From an optimization exercise on the open Yosys and OpenROAD flow, aimed at small area and a short achievable clock period; shortcuts taken in it are not production practice. The RTL was checked by simulation tests, not by an equivalence proof against the original design. No driver is modelled on the clock port, so clocking that relies on it looks cheaper here than on a real chip. Power is estimated from default activity; no workload was simulated.

## spidergon_node
module spidergon_node #(
	parameter logic [noc_pkg::node_w-1:0] node_id = 0
) (
	input logic clk,
	input logic reset,
	input logic [noc_pkg::flit_w-1:0] in_flit_across,
	input logic [noc_pkg::flit_w-1:0] in_flit_clockwise,
	input logic [noc_pkg::flit_w-1:0] in_flit_anticlockwise,
	input logic [noc_pkg::num_ports-1:0] in_valid,
	output logic [noc_pkg::num_ports*noc_pkg::num_vcs-1:0] vc_free,
	output logic [noc_pkg::num_ports*noc_pkg::num_vcs-1:0] vc_full,
	output logic [noc_pkg::flit_w-1:0] out_flit_across,
	output logic [noc_pkg::flit_w-1:0] out_flit_clockwise,
	output logic [noc_pkg::flit_w-1:0] out_flit_anticlockwise,
	output logic [noc_pkg::num_ports-1:0] out_valid,
	input logic [noc_pkg::num_ports*noc_pkg::num_vcs-1:0] adj_vc_free,
	input logic [noc_pkg::num_ports*noc_pkg::num_vcs-1:0] adj_vc_full,
	output logic [noc_pkg::flit_w-1:0] eject_flit,
	output logic eject_valid
);
	localparam int nb = 6;
	localparam int sw = 17;
	logic [2:0][noc_pkg::flit_w-1:0] in_f;
  ...
For scale: about 1,400 cells after synthesis, roughly 310 flip-flops, ~16,000 um2 of cells after synthesis.
clock: 6.0 ns
lec_check: 0
cap_margin: 20
core_margin: 2
core_utilization: 60
cts_cluster_diameter: 100
cts_cluster_size: 20
place_density: 0.75
setup_slack_margin: 2.6
slew_margin: 20
tns_end_percent: 0
standard.sh (not shown) runs the stock make flow with config.mk's settings and CLKGATE_MAP_FILE= SYNTH_SCRIPT=/design/flow/synth_recipe.tcl, a recipe that flattens the netlist after the stock synthesis.
==> flow/flow/run.sh <==
#!/bin/bash
# The standard layout with two changes: plain buf_2 cells as the port buffers (every
# port still gets its own buffer), and before clock tree synthesis the flip-flops that
# drive many loads are given a stronger drive (same cell type, dfxtp_1 -> dfxtp_4)
set -euo pipefail
here=$(pwd)
export BUFFER_PORTS_ARGS="-buffer_cell sky130_fd_sc_hd__buf_2"
export PRE_CTS_TCL="$here/flow/upsize.tcl"
export UPSIZE_FANOUT=8
bash standard.sh > standard_flow.log 2>&1
==> flow/flow/upsize.tcl <==
# size up weak flip-flops that drive many loads (drive strength only, same cell type)
set n 0
foreach inst [all_registers] {
  set master [get_property $inst ref_name]
  if {$master eq "sky130_fd_sc_hd__dfxtp_1"} {
    set q [get_pins -of_objects $inst -filter "direction==output"]
    set fo [llength [get_pins -of_objects [get_nets -of_objects $q] -filter "direction==input"]]
    if {$fo >= $::env(UPSIZE_FANOUT)} { replace_cell $inst sky130_fd_sc_hd__dfxtp_4; incr n }
  }
}
puts "upsized $n flip-flops"
Change:
--- a/flow/config.mk
+++ b/flow/config.mk
@@ -12,4 +12,4 @@
 export CTS_CLUSTER_SIZE = 20
-export PLACE_DENSITY = 0.75
-export SETUP_SLACK_MARGIN = 2.6
+export PLACE_DENSITY = 0.85
+export SETUP_SLACK_MARGIN = 2.8
 export SLEW_MARGIN = 20
Effect: Wire length came out higher by about 4.7%; register-to-register slack improved by 0.19 ns; sequential share of layout area came out lower by 2.3 points; global-route usage came out higher by 0.10 points; synthesized cell count stays the same; critical path depth came out lower by 4; maximum frequency came out higher by about 4%.
Change:
--- a/flow/config.mk
+++ b/flow/config.mk
@@ -12,4 +12,4 @@
 export CTS_CLUSTER_SIZE = 20
-export PLACE_DENSITY = 0.85
-export SETUP_SLACK_MARGIN = 2.8
+export PLACE_DENSITY = 0.75
+export SETUP_SLACK_MARGIN = 2.9
 export SLEW_MARGIN = 20
Outcome:
- The changed run produced a clean layout
- power rose slightly
- via count goes down slightly
- wire length is about the same
- cell area increases by a few percent
Change:
--- a/flow/config.mk
+++ b/flow/config.mk
@@ -13,3 +13,3 @@
 export PLACE_DENSITY = 0.75
-export SETUP_SLACK_MARGIN = 2.9
+export SETUP_SLACK_MARGIN = 3.0
 export SLEW_MARGIN = 20
After rerunning: Non-clock buffer count rose by 6. Design area rose by 1.6%. Global-route usage rose by 0.74 points.
Change:
--- a/flow/config.mk
+++ b/flow/config.mk
@@ -13,3 +13,3 @@
 export PLACE_DENSITY = 0.75
-export SETUP_SLACK_MARGIN = 3.0
+export SETUP_SLACK_MARGIN = 2.8
 export SLEW_MARGIN = 20
The new run finished with timing, DRC and antenna clean. Hold slack barely changes. Clock power hardly moves. Power shrinks by about 3%. Clock-buffer cell count stays the same. Final cell count stays flat. Design area shrinks by 3.6%. Setup slack improves by 0.16 ns. Maximum frequency rises by about 5%.

[afterwards: timing with drivers on the ports]
The flow's constraints put no driver on any port. The routed layouts listed below were extracted and timed again, unchanged, in two steps. Step 1 (the two cells are an assumption about what drives the block):
set clk [get_ports {clk}]
set_driving_cell -lib_cell sky130_fd_sc_hd__clkbuf_16 $clk
set_driving_cell -lib_cell sky130_fd_sc_hd__buf_2 [delete_from_list [all_inputs] $clk]
Step 2, shift: input delay + t, output delay - t, t = (earliest + latest rising clock arrival at the registers) / 2. This alone moves slack from input paths to output paths. Slacks: ideal ports / drivers / drivers and shift; pairs: ideal ports / drivers.
| run | shift t [ns] | setup slack, ns | hold WS [ns] |
|---|---|---|---|
| the first run | 0.583 | 2.563 / 2.563 / 2.082 | 0.478 / 0.478 / 0.478 |
| the second run | 0.581 | 2.696 / 2.650 / 2.352 | 0.490 / 0.490 / 0.490 |
| the third run | 0.582 | 2.746 / 2.694 / 2.359 | 0.478 / 0.478 / 0.478 |
| the fourth run | 0.585 | 2.585 / 2.534 / 2.347 | 0.478 / 0.478 / 0.478 |
| the fifth run | 0.581 | 2.749 / 2.697 / 2.300 | 0.479 / 0.479 / 0.479 |
After both steps every run listed still meets setup and hold. The setup slack of the first run, which loses most, moves by 0.000 ns with the drivers and by -0.481 ns with both steps.
